Source: an optimization exercise on an open RTL-to-GDS flow (aim: small area, a short achievable clock period and few clock cycles per item). Production flows keep margins and buffers that such runs may drop.
The RTL was checked by simulation tests, not by an equivalence proof against the original design.
Power figures rest on the tool's default switching activity, not on a simulated workload.

<file path="run.sh">
#!/bin/bash
# synth_recipe.tcl (not shown) runs the flow's synth.tcl, then flattens the netlist and writes it again
# the make line also repeats each setting of config.mk as NAME=value (left out here)
make -C /OpenROAD-flow-scripts/flow DESIGN_CONFIG=/design/flow/config.mk WORK_HOME=/design/flow/orfs CLKGATE_MAP_FILE= SYNTH_SCRIPT=/design/flow/synth_recipe.tcl finish
</file>
<file path="config.mk">
export PLATFORM = sky130hd
export DESIGN_NAME = output_eval_top
export DESIGN_NICKNAME = output_eval_top
export VERILOG_FILES = /design/flow/design.v
export SDC_FILE = /design/flow/constraint.sdc
export NUM_CORES = 4
export LEC_CHECK = 0
export ABC_AREA = 1
export CAP_MARGIN = 20
export CORE_MARGIN = 2
export CORE_UTILIZATION = 40
export SETUP_SLACK_MARGIN = 2.0
export SLEW_MARGIN = 20
</file>
<file path="constraint.sdc">
create_clock -name core_clock -period 7.5 [get_ports {clk}]
set_input_delay 1.5000 -clock core_clock [delete_from_list [all_inputs] [get_ports {clk}]]
set_output_delay 1.5000 -clock core_clock [all_outputs]
set_load 0.01 [all_outputs]
</file>
<file path="design.v">
package output_eval_pkg;
	localparam int DATA_W = 12;
	localparam int INT_BITS = 3;
	localparam int FRAC_BITS = DATA_W - INT_BITS - 1;  
	localparam int NEURONS = 4;  
	localparam int IDX_W = 2;  
	localparam int CNT_W = 8;  
	typedef logic signed [DATA_W-1:0] fxp_t;
	typedef fxp_t [NEURONS-1:0] fxp_vec_t;  
	typedef logic signed [2*DATA_W-1:0] product_t;  
	localparam fxp_t FXP_MAX = {1'b0, {(DATA_W-1){1'b1}}};
	localparam fxp_t FXP_MIN = {1'b1, {(DATA_W-1){1'b0}}};
	localparam fxp_t FXP_NEG_ONE = {{(INT_BITS+1){1'b1}}, {FRAC_BITS{1'b0}}};
	typedef struct packed {
		fxp_vec_t act;  
		fxp_vec_t deriv;  
		logic [NEURONS-1:0] label;  
	} sample_t;
	typedef struct packed {
		logic valid;  
		logic [IDX_W-1:0] idx;  
		fxp_t max_val;  
	} class_t;
	typedef struct packed {
		fxp_vec_t delta;  
		logic [IDX_W-1:0] idx;
		logic correct;  
		logic [CNT_W-1:0] count;  
	} result_t;
	localparam int SAMPLE_W = 2 * NEURONS * DATA_W + NEURONS;  
	localparam int RESULT_W = NEURONS * DATA_W + IDX_W + 1 + CNT_W;  
endpackage
`timescale 1ns/1ps
module fxp_mul (
	input logic [11:0] a_i,  
	input logic y_i,  
	input logic [11:0] d_i,  
	output logic [31:0] t_o  
);
	logic sat;  
	logic [11:0] ap;  
	logic neg0, one0, two0;
	logic [12:0] pp0;
	logic neg1, one1, two1;
	logic [12:0] pp1;
	logic neg2, one2, two2;
	logic [12:0] pp2;
	logic neg3, one3, two3;
	logic [12:0] pp3;
	logic neg4, one4, two4;
	logic [12:0] pp4;
	logic neg5, one5, two5;
	logic [12:0] pp5;
	logic [11:0] yn;  
	logic s0, k0;
	logic s1, k1;
	logic s2, k2;
	logic s3, k3;
	logic s4, k4;
	logic s5, k5;
	logic s6, k6;
	logic s7, k7;
	logic s8, k8;
	logic s9, k9;
	logic s10, k10;
	logic s11, k11;
	logic s12, k12;
	logic s13, k13;
	logic s14, k14;
	logic s15, k15;
	logic s16, k16;
	logic s17, k17;
	logic s18, k18;
	logic s19, k19;
	logic s20, k20;
	logic s21, k21;
	logic s22, k22;
	logic s23, k23;
	logic s24, k24;
	logic s25, k25;
	logic s26, k26;
	logic s27, k27;
	logic s28, k28;
	logic s29, k29;
	logic s30, k30;
	logic s31, k31;
	logic s32, k32;
	logic s33, k33;
	logic s34, k34;
	logic s35, k35;
	logic s36, k36;
	logic s37, k37;
	logic s38, k38;
	logic s39, k39;
	logic s40, k40;
	logic s41, k41;
	logic s42, k42;
	logic s43, k43;
	logic s44, k44;
	logic s45, k45;
	logic s46, k46;
	logic s47, k47;
	logic s48, k48;
	logic s49, k49;
	logic s50, k50;
	logic s51, k51;
	logic s52, k52;
	logic s53, k53;
	logic s54, k54;
	logic s55, k55;
	logic s56, k56;
	logic s57, k57;
	logic s58, k58;
	logic s59, k59;
	logic s60, k60;
	logic s61, k61;
	logic s62, k62;
	logic s63, k63;
	logic s64, k64;
	logic s65, k65;
	logic s66, k66;
	logic s67, k67;
	logic s68, k68;
	logic s69, k69;
	logic s70, k70;
	logic s71, k71;
	logic s72, k72;
	logic s73, k73;
	logic [7:0] la, lb;
	logic [8:0] lsum;
	assign sat = y_i & a_i[11] & ~a_i[10] & ~a_i[9] & ~a_i[8];
	assign ap = {a_i[11:9], a_i[8] | sat, a_i[7:0] & {8{~sat}}};
	assign neg0 = d_i[1];
	assign one0 = d_i[0] ^ 1'b0;
	assign two0 = (d_i[1] & ~d_i[0] & ~1'b0) | (~d_i[1] & d_i[0] & 1'b0);
	assign pp0[0] = ((ap[0] & one0) | (1'b0 & two0)) ^ neg0;
	assign pp0[1] = ((ap[1] & one0) | (ap[0] & two0)) ^ neg0;
	assign pp0[2] = ((ap[2] & one0) | (ap[1] & two0)) ^ neg0;
	assign pp0[3] = ((ap[3] & one0) | (ap[2] & two0)) ^ neg0;
	assign pp0[4] = ((ap[4] & one0) | (ap[3] & two0)) ^ neg0;
	assign pp0[5] = ((ap[5] & one0) | (ap[4] & two0)) ^ neg0;
	assign pp0[6] = ((ap[6] & one0) | (ap[5] & two0)) ^ neg0;
	assign pp0[7] = ((ap[7] & one0) | (ap[6] & two0)) ^ neg0;
	assign pp0[8] = ((ap[8] & one0) | (ap[7] & two0)) ^ neg0;
	assign pp0[9] = ((ap[9] & one0) | (ap[8] & two0)) ^ neg0;
	assign pp0[10] = ((ap[10] & one0) | (ap[9] & two0)) ^ neg0;
	assign pp0[11] = ((ap[11] & one0) | (ap[10] & two0)) ^ neg0;
	assign pp0[12] = ((ap[11] & one0) | (ap[11] & two0)) ^ neg0;
	assign neg1 = d_i[3];
	assign one1 = d_i[2] ^ d_i[1];
	assign two1 = (d_i[3] & ~d_i[2] & ~d_i[1]) | (~d_i[3] & d_i[2] & d_i[1]);
	assign pp1[0] = ((ap[0] & one1) | (1'b0 & two1)) ^ neg1;
	assign pp1[1] = ((ap[1] & one1) | (ap[0] & two1)) ^ neg1;
	assign pp1[2] = ((ap[2] & one1) | (ap[1] & two1)) ^ neg1;
	assign pp1[3] = ((ap[3] & one1) | (ap[2] & two1)) ^ neg1;
	assign pp1[4] = ((ap[4] & one1) | (ap[3] & two1)) ^ neg1;
	assign pp1[5] = ((ap[5] & one1) | (ap[4] & two1)) ^ neg1;
	assign pp1[6] = ((ap[6] & one1) | (ap[5] & two1)) ^ neg1;
	assign pp1[7] = ((ap[7] & one1) | (ap[6] & two1)) ^ neg1;
	assign pp1[8] = ((ap[8] & one1) | (ap[7] & two1)) ^ neg1;
	assign pp1[9] = ((ap[9] & one1) | (ap[8] & two1)) ^ neg1;
	assign pp1[10] = ((ap[10] & one1) | (ap[9] & two1)) ^ neg1;
	assign pp1[11] = ((ap[11] & one1) | (ap[10] & two1)) ^ neg1;
	assign pp1[12] = ((ap[11] & one1) | (ap[11] & two1)) ^ neg1;
	assign neg2 = d_i[5];
	assign one2 = d_i[4] ^ d_i[3];
	assign two2 = (d_i[5] & ~d_i[4] & ~d_i[3]) | (~d_i[5] & d_i[4] & d_i[3]);
	assign pp2[0] = ((ap[0] & one2) | (1'b0 & two2)) ^ neg2;
	assign pp2[1] = ((ap[1] & one2) | (ap[0] & two2)) ^ neg2;
	assign pp2[2] = ((ap[2] & one2) | (ap[1] & two2)) ^ neg2;
	assign pp2[3] = ((ap[3] & one2) | (ap[2] & two2)) ^ neg2;
	assign pp2[4] = ((ap[4] & one2) | (ap[3] & two2)) ^ neg2;
	assign pp2[5] = ((ap[5] & one2) | (ap[4] & two2)) ^ neg2;
	assign pp2[6] = ((ap[6] & one2) | (ap[5] & two2)) ^ neg2;
	assign pp2[7] = ((ap[7] & one2) | (ap[6] & two2)) ^ neg2;
	assign pp2[8] = ((ap[8] & one2) | (ap[7] & two2)) ^ neg2;
	assign pp2[9] = ((ap[9] & one2) | (ap[8] & two2)) ^ neg2;
	assign pp2[10] = ((ap[10] & one2) | (ap[9] & two2)) ^ neg2;
	assign pp2[11] = ((ap[11] & one2) | (ap[10] & two2)) ^ neg2;
	assign pp2[12] = ((ap[11] & one2) | (ap[11] & two2)) ^ neg2;
	assign neg3 = d_i[7];
	assign one3 = d_i[6] ^ d_i[5];
	assign two3 = (d_i[7] & ~d_i[6] & ~d_i[5]) | (~d_i[7] & d_i[6] & d_i[5]);
	assign pp3[0] = ((ap[0] & one3) | (1'b0 & two3)) ^ neg3;
	assign pp3[1] = ((ap[1] & one3) | (ap[0] & two3)) ^ neg3;
	assign pp3[2] = ((ap[2] & one3) | (ap[1] & two3)) ^ neg3;
	assign pp3[3] = ((ap[3] & one3) | (ap[2] & two3)) ^ neg3;
	assign pp3[4] = ((ap[4] & one3) | (ap[3] & two3)) ^ neg3;
	assign pp3[5] = ((ap[5] & one3) | (ap[4] & two3)) ^ neg3;
	assign pp3[6] = ((ap[6] & one3) | (ap[5] & two3)) ^ neg3;
	assign pp3[7] = ((ap[7] & one3) | (ap[6] & two3)) ^ neg3;
	assign pp3[8] = ((ap[8] & one3) | (ap[7] & two3)) ^ neg3;
	assign pp3[9] = ((ap[9] & one3) | (ap[8] & two3)) ^ neg3;
	assign pp3[10] = ((ap[10] & one3) | (ap[9] & two3)) ^ neg3;
	assign pp3[11] = ((ap[11] & one3) | (ap[10] & two3)) ^ neg3;
	assign pp3[12] = ((ap[11] & one3) | (ap[11] & two3)) ^ neg3;
	assign neg4 = d_i[9];
	assign one4 = d_i[8] ^ d_i[7];
	assign two4 = (d_i[9] & ~d_i[8] & ~d_i[7]) | (~d_i[9] & d_i[8] & d_i[7]);
	assign pp4[0] = ((ap[0] & one4) | (1'b0 & two4)) ^ neg4;
	assign pp4[1] = ((ap[1] & one4) | (ap[0] & two4)) ^ neg4;
	assign pp4[2] = ((ap[2] & one4) | (ap[1] & two4)) ^ neg4;
	assign pp4[3] = ((ap[3] & one4) | (ap[2] & two4)) ^ neg4;
	assign pp4[4] = ((ap[4] & one4) | (ap[3] & two4)) ^ neg4;
	assign pp4[5] = ((ap[5] & one4) | (ap[4] & two4)) ^ neg4;
	assign pp4[6] = ((ap[6] & one4) | (ap[5] & two4)) ^ neg4;
	assign pp4[7] = ((ap[7] & one4) | (ap[6] & two4)) ^ neg4;
	assign pp4[8] = ((ap[8] & one4) | (ap[7] & two4)) ^ neg4;
	assign pp4[9] = ((ap[9] & one4) | (ap[8] & two4)) ^ neg4;
	assign pp4[10] = ((ap[10] & one4) | (ap[9] & two4)) ^ neg4;
	assign pp4[11] = ((ap[11] & one4) | (ap[10] & two4)) ^ neg4;
	assign pp4[12] = ((ap[11] & one4) | (ap[11] & two4)) ^ neg4;
	assign neg5 = d_i[11];
	assign one5 = d_i[10] ^ d_i[9];
	assign two5 = (d_i[11] & ~d_i[10] & ~d_i[9]) | (~d_i[11] & d_i[10] & d_i[9]);
	assign pp5[0] = ((ap[0] & one5) | (1'b0 & two5)) ^ neg5;
	assign pp5[1] = ((ap[1] & one5) | (ap[0] & two5)) ^ neg5;
	assign pp5[2] = ((ap[2] & one5) | (ap[1] & two5)) ^ neg5;
	assign pp5[3] = ((ap[3] & one5) | (ap[2] & two5)) ^ neg5;
	assign pp5[4] = ((ap[4] & one5) | (ap[3] & two5)) ^ neg5;
	assign pp5[5] = ((ap[5] & one5) | (ap[4] & two5)) ^ neg5;
	assign pp5[6] = ((ap[6] & one5) | (ap[5] & two5)) ^ neg5;
	assign pp5[7] = ((ap[7] & one5) | (ap[6] & two5)) ^ neg5;
	assign pp5[8] = ((ap[8] & one5) | (ap[7] & two5)) ^ neg5;
	assign pp5[9] = ((ap[9] & one5) | (ap[8] & two5)) ^ neg5;
	assign pp5[10] = ((ap[10] & one5) | (ap[9] & two5)) ^ neg5;
	assign pp5[11] = ((ap[11] & one5) | (ap[10] & two5)) ^ neg5;
	assign pp5[12] = ((ap[11] & one5) | (ap[11] & two5)) ^ neg5;
	assign yn = {12{y_i}} & ~d_i;
	assign s0 = pp0[8] ^ pp1[6] ^ pp2[4];
	assign k0 = (pp0[8] & pp1[6]) | (pp2[4] & (pp0[8] ^ pp1[6]));
	assign s1 = pp0[9] ^ pp1[7];
	assign k1 = pp0[9] & pp1[7];
	assign s2 = pp0[10] ^ pp1[8] ^ pp2[6];
	assign k2 = (pp0[10] & pp1[8]) | (pp2[6] & (pp0[10] ^ pp1[8]));
	assign s3 = pp3[4] ^ pp4[2];
	assign k3 = pp3[4] & pp4[2];
	assign s4 = pp0[11] ^ pp1[9] ^ pp2[7];
	assign k4 = (pp0[11] & pp1[9]) | (pp2[7] & (pp0[11] ^ pp1[9]));
	assign s5 = pp3[5] ^ pp4[3];
	assign k5 = pp3[5] & pp4[3];
	assign s6 = ~pp0[12] ^ pp1[10] ^ pp2[8];
	assign k6 = (~pp0[12] & pp1[10]) | (pp2[8] & (~pp0[12] ^ pp1[10]));
	assign s7 = pp3[6] ^ pp4[4] ^ pp5[2];
	assign k7 = (pp3[6] & pp4[4]) | (pp5[2] & (pp3[6] ^ pp4[4]));
	assign s8 = pp1[11] ^ pp2[9] ^ pp3[7];
	assign k8 = (pp1[11] & pp2[9]) | (pp3[7] & (pp1[11] ^ pp2[9]));
	assign s9 = pp4[5] ^ pp5[3];
	assign k9 = pp4[5] & pp5[3];
	assign s10 = ~pp1[12] ^ pp2[10] ^ pp3[8];
	assign k10 = (~pp1[12] & pp2[10]) | (pp3[8] & (~pp1[12] ^ pp2[10]));
	assign s11 = pp2[11] ^ pp3[9];
	assign k11 = pp2[11] & pp3[9];
	assign s12 = pp0[6] ^ pp1[4];
	assign k12 = pp0[6] & pp1[4];
	assign s13 = pp0[7] ^ pp1[5] ^ pp2[3];
	assign k13 = (pp0[7] & pp1[5]) | (pp2[3] & (pp0[7] ^ pp1[5]));
	assign s14 = pp3[2] ^ pp4[0] ^ neg4;
	assign k14 = (pp3[2] & pp4[0]) | (neg4 & (pp3[2] ^ pp4[0]));
	assign s15 = yn[0] ^ y_i;
	assign k15 = yn[0] & y_i;
	assign s16 = pp2[5] ^ pp3[3] ^ pp4[1];
	assign k16 = (pp2[5] & pp3[3]) | (pp4[1] & (pp2[5] ^ pp3[3]));
	assign s17 = yn[1] ^ s1 ^ k0;
	assign k17 = (yn[1] & s1) | (k0 & (yn[1] ^ s1));
	assign s18 = pp5[0] ^ neg5 ^ yn[2];
	assign k18 = (pp5[0] & neg5) | (yn[2] & (pp5[0] ^ neg5));
	assign s19 = s2 ^ s3 ^ k1;
	assign k19 = (s2 & s3) | (k1 & (s2 ^ s3));
	assign s20 = pp5[1] ^ yn[3] ^ s4;
	assign k20 = (pp5[1] & yn[3]) | (s4 & (pp5[1] ^ yn[3]));
	assign s21 = s5 ^ k2 ^ k3;
	assign k21 = (s5 & k2) | (k3 & (s5 ^ k2));
	assign s22 = yn[4] ^ 1'b1 ^ s6;
	assign k22 = (yn[4] & 1'b1) | (s6 & (yn[4] ^ 1'b1));
	assign s23 = s7 ^ k4 ^ k5;
	assign k23 = (s7 & k4) | (k5 & (s7 ^ k4));
	assign s24 = yn[5] ^ 1'b1 ^ s8;
	assign k24 = (yn[5] & 1'b1) | (s8 & (yn[5] ^ 1'b1));
	assign s25 = s9 ^ k6 ^ k7;
	assign k25 = (s9 & k6) | (k7 & (s9 ^ k6));
	assign s26 = pp4[6] ^ pp5[4] ^ yn[6];
	assign k26 = (pp4[6] & pp5[4]) | (yn[6] & (pp4[6] ^ pp5[4]));
	assign s27 = s10 ^ k8 ^ k9;
	assign k27 = (s10 & k8) | (k9 & (s10 ^ k8));
	assign s28 = pp4[7] ^ pp5[5] ^ yn[7];
	assign k28 = (pp4[7] & pp5[5]) | (yn[7] & (pp4[7] ^ pp5[5]));
	assign s29 = 1'b1 ^ s11 ^ k10;
	assign k29 = (1'b1 & s11) | (k10 & (1'b1 ^ s11));
	assign s30 = ~pp2[12] ^ pp3[10] ^ pp4[8];
	assign k30 = (~pp2[12] & pp3[10]) | (pp4[8] & (~pp2[12] ^ pp3[10]));
	assign s31 = pp5[6] ^ yn[8] ^ k11;
	assign k31 = (pp5[6] & yn[8]) | (k11 & (pp5[6] ^ yn[8]));
	assign s32 = pp3[11] ^ pp4[9] ^ pp5[7];
	assign k32 = (pp3[11] & pp4[9]) | (pp5[7] & (pp3[11] ^ pp4[9]));
	assign s33 = yn[9] ^ 1'b1;
	assign k33 = yn[9] & 1'b1;
	assign s34 = ~pp3[12] ^ pp4[10] ^ pp5[8];
	assign k34 = (~pp3[12] & pp4[10]) | (pp5[8] & (~pp3[12] ^ pp4[10]));
	assign s35 = pp4[11] ^ pp5[9];
	assign k35 = pp4[11] & pp5[9];
	assign s36 = ~pp4[12] ^ pp5[10];
	assign k36 = ~pp4[12] & pp5[10];
	assign s37 = pp0[4] ^ pp1[2];
	assign k37 = pp0[4] & pp1[2];
	assign s38 = pp0[5] ^ pp1[3];
	assign k38 = pp0[5] & pp1[3];
	assign s39 = pp2[2] ^ pp3[0] ^ neg3;
	assign k39 = (pp2[2] & pp3[0]) | (neg3 & (pp2[2] ^ pp3[0]));
	assign s40 = pp3[1] ^ 1'b1 ^ s13;
	assign k40 = (pp3[1] & 1'b1) | (s13 & (pp3[1] ^ 1'b1));
	assign s41 = s0 ^ s14 ^ s15;
	assign k41 = (s0 & s14) | (s15 & (s0 ^ s14));
	assign s42 = s16 ^ s17 ^ k14;
	assign k42 = (s16 & s17) | (k14 & (s16 ^ s17));
	assign s43 = s18 ^ s19 ^ k16;
	assign k43 = (s18 & s19) | (k16 & (s18 ^ s19));
	assign s44 = s20 ^ s21 ^ k18;
	assign k44 = (s20 & s21) | (k18 & (s20 ^ s21));
	assign s45 = s22 ^ s23 ^ k20;
	assign k45 = (s22 & s23) | (k20 & (s22 ^ s23));
	assign s46 = s24 ^ s25 ^ k22;
	assign k46 = (s24 & s25) | (k22 & (s24 ^ s25));
	assign s47 = s26 ^ s27 ^ k24;
	assign k47 = (s26 & s27) | (k24 & (s26 ^ s27));
	assign s48 = s28 ^ s29 ^ k26;
	assign k48 = (s28 & s29) | (k26 & (s28 ^ s29));
	assign s49 = s30 ^ s31 ^ k28;
	assign k49 = (s30 & s31) | (k28 & (s30 ^ s31));
	assign s50 = s32 ^ s33 ^ k30;
	assign k50 = (s32 & s33) | (k30 & (s32 ^ s33));
	assign s51 = yn[10] ^ s34 ^ k32;
	assign k51 = (yn[10] & s34) | (k32 & (yn[10] ^ s34));
	assign s52 = yn[11] ^ 1'b1 ^ s35;
	assign k52 = (yn[11] & 1'b1) | (s35 & (yn[11] ^ 1'b1));
	assign s53 = ~yn[11] ^ 1'b1 ^ s36;
	assign k53 = (~yn[11] & 1'b1) | (s36 & (~yn[11] ^ 1'b1));
	assign s54 = pp0[2] ^ pp1[0];
	assign k54 = pp0[2] & pp1[0];
	assign s55 = pp0[3] ^ pp1[1];
	assign k55 = pp0[3] & pp1[1];
	assign s56 = pp2[0] ^ neg2 ^ s37;
	assign k56 = (pp2[0] & neg2) | (s37 & (pp2[0] ^ neg2));
	assign s57 = pp2[1] ^ s38 ^ k37;
	assign k57 = (pp2[1] & s38) | (k37 & (pp2[1] ^ s38));
	assign s58 = s12 ^ s39 ^ k38;
	assign k58 = (s12 & s39) | (k38 & (s12 ^ s39));
	assign s59 = k12 ^ s40 ^ k39;
	assign k59 = (k12 & s40) | (k39 & (k12 ^ s40));
	assign s60 = k13 ^ s41 ^ k40;
	assign k60 = (k13 & s41) | (k40 & (k13 ^ s41));
	assign s61 = k15 ^ s42 ^ k41;
	assign k61 = (k15 & s42) | (k41 & (k15 ^ s42));
	assign s62 = k17 ^ s43 ^ k42;
	assign k62 = (k17 & s43) | (k42 & (k17 ^ s43));
	assign s63 = k19 ^ s44 ^ k43;
	assign k63 = (k19 & s44) | (k43 & (k19 ^ s44));
	assign s64 = k21 ^ s45 ^ k44;
	assign k64 = (k21 & s45) | (k44 & (k21 ^ s45));
	assign s65 = k23 ^ s46 ^ k45;
	assign k65 = (k23 & s46) | (k45 & (k23 ^ s46));
	assign s66 = k25 ^ s47 ^ k46;
	assign k66 = (k25 & s47) | (k46 & (k25 ^ s47));
	assign s67 = k27 ^ s48 ^ k47;
	assign k67 = (k27 & s48) | (k47 & (k27 ^ s48));
	assign s68 = k29 ^ s49 ^ k48;
	assign k68 = (k29 & s49) | (k48 & (k29 ^ s49));
	assign s69 = k31 ^ s50 ^ k49;
	assign k69 = (k31 & s50) | (k49 & (k31 ^ s50));
	assign s70 = k33 ^ s51 ^ k50;
	assign k70 = (k33 & s51) | (k50 & (k33 ^ s51));
	assign s71 = k34 ^ s52 ^ k51;
	assign k71 = (k34 & s52) | (k51 & (k34 ^ s52));
	assign s72 = k35 ^ s53 ^ k52;
	assign k72 = (k35 & s53) | (k52 & (k35 ^ s53));
	assign s73 = pp5[11] ^ k36 ^ k53;
	assign k73 = (pp5[11] & k36) | (k53 & (pp5[11] ^ k36));
	assign la[0] = pp0[0];
	assign lb[0] = neg0;
	assign la[1] = pp0[1];
	assign lb[1] = 1'b0;
	assign la[2] = neg1;
	assign lb[2] = s54;
	assign la[3] = s55;
	assign lb[3] = k54;
	assign la[4] = s56;
	assign lb[4] = k55;
	assign la[5] = s57;
	assign lb[5] = k56;
	assign la[6] = s58;
	assign lb[6] = k57;
	assign la[7] = s59;
	assign lb[7] = k58;
	assign lsum = la + lb;
	assign t_o[0] = s60;  
	assign t_o[1] = k59;  
	assign t_o[2] = s61;  
	assign t_o[3] = k60;  
	assign t_o[4] = s62;  
	assign t_o[5] = k61;  
	assign t_o[6] = s63;  
	assign t_o[7] = k62;  
	assign t_o[8] = s64;  
	assign t_o[9] = k63;  
	assign t_o[10] = s65;  
	assign t_o[11] = k64;  
	assign t_o[12] = s66;  
	assign t_o[13] = k65;  
	assign t_o[14] = s67;  
	assign t_o[15] = k66;  
	assign t_o[16] = s68;  
	assign t_o[17] = k67;  
	assign t_o[18] = s69;  
	assign t_o[19] = k68;  
	assign t_o[20] = s70;  
	assign t_o[21] = k69;  
	assign t_o[22] = s71;  
	assign t_o[23] = k70;  
	assign t_o[24] = s72;  
	assign t_o[25] = k71;  
	assign t_o[26] = s73;  
	assign t_o[27] = k72;  
	assign t_o[28] = ~pp5[12];  
	assign t_o[29] = k73;  
	assign t_o[30] = 1'b1;  
	assign t_o[31] = lsum[8];  
endmodule
module fxp_mul_round (
	input logic [31:0] t_i,
	output logic [11:0] p_o
);
	logic [15:0] ra, rb, q;
	assign ra[0] = t_i[0];
	assign rb[0] = t_i[1];
	assign ra[1] = t_i[2];
	assign rb[1] = t_i[3];
	assign ra[2] = t_i[4];
	assign rb[2] = t_i[5];
	assign ra[3] = t_i[6];
	assign rb[3] = t_i[7];
	assign ra[4] = t_i[8];
	assign rb[4] = t_i[9];
	assign ra[5] = t_i[10];
	assign rb[5] = t_i[11];
	assign ra[6] = t_i[12];
	assign rb[6] = t_i[13];
	assign ra[7] = t_i[14];
	assign rb[7] = t_i[15];
	assign ra[8] = t_i[16];
	assign rb[8] = t_i[17];
	assign ra[9] = t_i[18];
	assign rb[9] = t_i[19];
	assign ra[10] = t_i[20];
	assign rb[10] = t_i[21];
	assign ra[11] = t_i[22];
	assign rb[11] = t_i[23];
	assign ra[12] = t_i[24];
	assign rb[12] = t_i[25];
	assign ra[13] = t_i[26];
	assign rb[13] = t_i[27];
	assign ra[14] = t_i[28];
	assign rb[14] = t_i[29];
	assign ra[15] = t_i[30];
	assign rb[15] = 1'b0;
	assign q = ra + rb + {15'd0, t_i[31]};
	assign p_o = (q[15:11] == 5'b00000 || q[15:11] == 5'b11111) ? q[11:0] :
		(q[15] ? 12'h800 : 12'h7ff);
endmodule
`timescale 1ns/1ps
module output_eval_top (
	input logic clk,
	input logic reset,
	input logic wb_cyc_i,
	input logic wb_stb_i,
	input logic wb_we_i,
	input logic [99:0] wb_dat_i,
	output logic [58:0] wb_dat_o,
	output logic wb_ack_o
);
	localparam int TB = 32;  
	logic wr;  
	logic rd;  
	logic held_q;  
	logic [7:0] count_q;
	logic [1:0] idx_q;
	logic correct_q;
	logic [4*TB-1:0] t_q;  
	logic [4*TB-1:0] t_d;
	logic [47:0] delta;
	logic signed [11:0] act [4];  
	logic [3:0] win;  
	logic [1:0] idx_d;
	logic hit;
	assign wr = wb_cyc_i && wb_stb_i && wb_we_i;
	assign rd = wb_cyc_i && wb_stb_i && !wb_we_i && held_q;
	assign wb_ack_o = wr || rd;
	for (genvar g = 0; g < 4; g++) begin : g_neuron
		assign act[g] = wb_dat_i[52 + 12*g +: 12];
		fxp_mul u_mul (
			.a_i(act[g]),
			.y_i(wb_dat_i[g]),
			.d_i(wb_dat_i[4 + 12*g +: 12]),
			.t_o(t_d[TB*g +: TB])
		);
		fxp_mul_round u_round (
			.t_i(t_q[TB*g +: TB]),
			.p_o(delta[12*g +: 12])
		);
	end
	logic ge01, ge02, ge03, ge12, ge13, ge23;
	assign ge01 = act[0] >= act[1];
	assign ge02 = act[0] >= act[2];
	assign ge03 = act[0] >= act[3];
	assign ge12 = act[1] >= act[2];
	assign ge13 = act[1] >= act[3];
	assign ge23 = act[2] >= act[3];
	assign win[0] = ge01 && ge02 && ge03;
	assign win[1] = !ge01 && ge12 && ge13;
	assign win[2] = !ge02 && !ge12 && ge23;
	assign win[3] = !ge03 && !ge13 && !ge23;
	assign idx_d = {win[2] || win[3], win[1] || win[3]};
	assign hit = |(win & wb_dat_i[3:0]);
	always_ff @(posedge clk or posedge reset) begin
		if (reset) begin
			held_q <= 1'b0;
		end else if (wr) begin
			held_q <= 1'b1;
		end
	end
	always_ff @(posedge clk or posedge reset) begin
		if (reset) begin
			count_q <= '0;
		end else if (wr && hit) begin
			count_q <= count_q + 8'd1;
		end
	end
	always_ff @(posedge clk) begin
		if (wr) begin
			t_q <= t_d;
			idx_q <= idx_d;
			correct_q <= hit;
		end
	end
	assign wb_dat_o = {delta, idx_q, correct_q, count_q};
endmodule
</file>
==> summary.txt <==
==> layout by cell type, fill, tap and decap left out, types with 4 or more instances in the layout <==
cell,synthesis,layout
buf_4,14,15
fa_1,208,208
clkbuf_16,0,17
clkdlybuf4s50_1,0,144
o22ai_1,256,256
nand2_2,23,36
ha_1,225,225
dfrtp_1,9,9
nand3_1,40,40
a31oi_1,4,4
nor2_1,144,143
inv_2,17,16
clkinv_1,6,6
o21ai_0,67,67
nand2_4,1,8
a21oi_2,12,12
o21bai_1,4,4
dlymetal6s2s_1,0,16
clkinv_4,0,5
a21oi_1,68,68
nand3b_1,7,7
nor3_1,4,4
xnor2_1,19,19
o211ai_1,4,4
nor4_4,4,4
inv_1,517,515
mux2i_1,4,4
a21o_1,10,10
nand2_1,472,452
nor2_2,4,4
a211oi_1,18,18
xor2_1,303,303
nand4_1,27,27
o21ai_1,10,10
bufinv_16,0,4
edfxtp_1,127,127
or2_2,16,16
nand3_2,5,5
==> flip-flops by register name, summed over array words and instances, names as in the netlist <==
| signal | cells |
|---|---|
| correct_q | 1 |
| count_q | 8 |
| held_q | 1 |
| idx_q | 2 |
| t_q | 124 |
==> cell families after synthesis <==
logic type,synth area share
DFF,0.179
and+or+nand+nor,0.143
xor gates and xnor gates,0.125
muxes,0.00177
adders and majority gates,0.309
buffers and inverters,0.117
AOI/OAI and AO/OA,0.126
==> worst min-delay path by stage <==
stage	from	endpoint	slack, ns	cells past startpoint
detailed placement	held_q$_DFFE_PP0P_	held_q$_DFFE_PP0P_	0.46	2
CTS	held_q$_DFFE_PP0P_	held_q$_DFFE_PP0P_	0.47	2
finish	held_q$_DFFE_PP0P_	held_q$_DFFE_PP0P_	0.46	2
global route	held_q$_DFFE_PP0P_	held_q$_DFFE_PP0P_	0.49	2
global placement	held_q$_DFFE_PP0P_	held_q$_DFFE_PP0P_	0.44	2
floorplan	held_q$_DFFE_PP0P_	held_q$_DFFE_PP0P_	0.43	2
==> routing by layer <==
metal  vias up  share of wire
met1      9122           0.45
met5         -        0.00038
li1       9123              -
met4         4          0.032
met2       687           0.46
met3       153          0.060
==> stage by stage <==
stage                     worst slack (ns)  hold WS (ns)  utilization  power [mW]  area, um2
after CTS                             1.95         0.471        0.452        6.49      25400
after detailed placement              1.29         0.455        0.440        5.50      24700
final                                 2.12         0.461        0.454        6.40      25500
after floorplan                       2.63         0.427            -        4.25      22600
after global placement                1.34         0.443        0.440        5.39      24700
after global routing                  1.94         0.488        0.454        7.16      25500
==> repair_timing <==
item                       4_1_cts  5_1_grt
setup buffers                    2        0
hold buffers                     0        0
resized for setup               10       45
setup endpoints to repair       21       47
==> final cells by class <==
type | instances | area [um2]
multi-input combinational | 1979 | 16000
clock inverter | 13 | 196
tap | 756 | 946
clock buffer | 19 | 433
timing repair buffer | 180 | 1810
fill | 5587 | 30700
sequential | 136 | 4040
inverter | 540 | 2040
==> synthesized netlist by cell type (4+ instances only) <==
library cell,number
a211oi_1,18
a21o_1,10
a21oi_1,68
a21oi_2,12
a31oi_1,4
buf_1,12
buf_2,44
buf_4,14
clkbuf_1,60
clkinv_1,6
dfrtp_1,9
edfxtp_1,127
fa_1,208
ha_1,225
inv_1,517
inv_2,17
mux2i_1,4
nand2_1,472
nand2_2,23
nand3_1,40
nand3_2,5
nand3b_1,7
nand4_1,27
nor2_1,144
nor2_2,4
nor3_1,4
nor4_4,4
o211ai_1,4
o21ai_0,67
o21ai_1,10
o21bai_1,4
o22ai_1,256
or2_2,16
xnor2_1,19
xor2_1,303
==> power groups by stage <==
stage | Combinational, mW | Sequential (mW) | Clock (mW)
after detailed placement | 4.20 | 1.30 | 0
after global routing | 4.87 | 1.30 | 0.991
after global placement | 4.09 | 1.30 | 0
final | 4.18 | 1.28 | 0.939
after floorplan | 2.97 | 1.28 | 0
after CTS | 4.24 | 1.28 | 0.969
==> tightest hold or removal path: stages (launching register included) <==
cell     delay, ns
dfrtp_1       0.32
inv_1         0.04
o21ai_0       0.06
==> metrics.log <==
[metrics] share of flip-flops with an asynchronous set or reset after synthesis: 0.0662
[metrics] Critical R2R Capture: count_q[7]$_DFFE_PP0P_
[metrics] clk slew on worst S/H paths: 0.07 ns
[metrics] Combinational Power Share: 0.653
[metrics] area added between synthesis and finish: 12.7%
[metrics] Chip Height: 242 um
[metrics] fraction of power spent switching nets: 0.448
[metrics] unrepaired setup endpoints after global routing: yes
[metrics] Arrival @ worst endpoint: 5.60 ns
[metrics] Antenna Cells: 0
[metrics] # rows: 87
[metrics] count of endpoints failing setup in the final report: 0
[metrics] Root Buffer Master: clkbuf_16
[metrics] critical path capture point: t_q[72]$_DFFE_PP_
[metrics] post-synthesis instance area: 22,600 um2
[metrics] count of warnings emitted by yosys: 3
[metrics] first-pass GRT wire length: 103,000 um
[metrics] clock tree from TritonCTS: done
[metrics] Final Hold Fails: 0
[metrics] start point of the critical path: wb_dat_i[2]
[metrics] summed negative setup slack over all endpoints: 0 ns
[metrics] net count of the mapped netlist: 3,325
[metrics] transition time at the pin with the least slew margin: 0.911 ns
[metrics] delay-heaviest family, CP: adder cells
[metrics] startpoint-to-endpoint class of the critical path: in -> reg
[metrics] floorplan core area: 56,200 um2
[metrics] worst reg2reg startpoint: count_q[2]$_DFFE_PP0P_
[metrics] most common flop cell mapped by yosys: edfxtp_1
[metrics] most prevalent standard cell on the critical path: fa_1
[metrics] peak supply drop: 0.166 mV
[metrics] gate count of the mapped netlist: 2,787
[metrics] effective utilization at floorplan: 0.403
[metrics] worst r2r path cells: 5
[metrics] Pleak: 12.5 nW
[metrics] number of enable-type register cells in the synthesized netlist: 127
[metrics] number of ports placed on the die boundary: 165
[metrics] most congested layer reported by global routing: met2
[metrics] Setup crit start kind: input pin
[metrics] final-report max-slew violation count: 0
[metrics] power per unit of standard cell area: 251 nW/um2
[metrics] via-per-instance ratio: 5.27
[metrics] Net Switching: 2.87 mW
[metrics] cell type of the slowest stage on the worst timing path: clkdlybuf4s50_1
[metrics] overall routing resource usage: 0.221
[metrics] Initial DRC Count: 1,427
[metrics] count of distinct cell types in the synthesized netlist: 48
[metrics] total routed wirelength: 63,800 um
[metrics] Largest stage delay, worst path: 0.65 ns
[metrics] CTS Buffer Depth: 2
[metrics] total via count in the routed design: 19,100
[metrics] clock latency on the worst-skew pair: 0.48 ns
[metrics] share of cells above drive strength 1: 0.0569
[metrics] number of nets in the finished design: 3,392
[metrics] part of the power in registers: 0.200
[metrics] # Max-Cap Violations: 0
[metrics] non-filler cells in the finished layout: 3,623
[metrics] cell-by-cell listing of the critical path: clkdlybuf4s50_1 -> inv_2 -> nor4_4 -> nand2_2 -> nand2_1 -> o22ai_1 -> xor2_1 -> fa_1 -> inv_1 -> fa_1 -> fa_1 -> inv_1 -> fa_1
[metrics] required arrival time at the worst endpoint: 7.73 ns
[metrics] CP Capture Type: flop
[metrics] placer's final routability congestion estimate: 0.945
[metrics] status: no timing/DRC/antenna violations
[metrics] vias in the first global route: 19,100
[metrics] full die area: 58,400 um2
[metrics] synthesized flop and latch total: 136
[metrics] top cells by area, synth: fa_1 (18%), edfxtp_1 (17%), ha_1 (12%)
[metrics] maximum number of pins on one net before global-route repair: 128
[metrics] detailed placement HPWL: 50,800 um
[metrics] most area-hungry cell type in the Yosys netlist: fa_1
[metrics] total congestion overflow: 0
[metrics] number of buffer and inverter instances along the worst setup path: 4
[metrics] max_slew headroom: 0.391
[metrics] met3 track demand over resource in global routing: 0.0354
[metrics] Fmax achieved: 0.186 GHz
[metrics] DRC violation count after routing: 0
[metrics] met1 global-route usage: 0.297
[metrics] cell total after placement: 3,589
[metrics] synthesized area per cell: 8.11 um2
[metrics] skew final: 0.00267 ns
[metrics] clock period minus final worst setup slack: 5.38 ns
[metrics] Pint: 3.53 mW
[metrics] clock buffers created by TritonCTS: 17
[metrics] min-delay worst type: reg -> reg
[metrics] initial antenna violation count: 2
[metrics] number of input and output port buffers inserted: 164
[metrics] post-route fraction of the period consumed by the critical path: 0.717
[metrics] share of the synthesized area in the top cell type: 0.184
[metrics] CTS Sinks: 136
[metrics] total number of cells along the worst setup path: 13
[metrics] Antenna Nets Post-Route: 0
[metrics] CP max FO: 12
[metrics] detailed-router iteration count before antenna repair: 6
[metrics] Clock power frac: 0.147
[metrics] slack of the worst reg-to-reg path: 6.26 ns
[metrics] sequential share of the synthesized area: 0.179
[metrics] Die X: 242 um
[metrics] CTS H-Tree Depth: 4
[metrics] met2 track demand over resource: 0.358
[metrics] Routed wire per std cell: 17.6 um
Testbench counts, summed over its fixed seeds: cycles 6,400, items 3,200.

what the ideal ports hide:
The results above use ideal ports. As a check the final layout listed here was re-extracted and re-timed, cells and wires unchanged.
Step 1: set_driving_cell puts a clkbuf_16 on clk and a buf_2 on each other input, an assumption about the parent block.
Step 2 also shifts input and output timing later by t, the mid clock arrival at the registers, as if the neighbouring blocks saw the same clock.
Three values: ideal, step 1, step 2; two values: the first two.
t, ns: 0.538
slack for setup (ns): 2.125 / 2.156 / 1.618
worst data-port slew with drivers (ns): 0.09
pins driven straight from the clock port: 1
After both steps this run still meets setup and hold. The setup slack of this run moves by +0.031 ns with the drivers and by -0.507 ns with both steps.
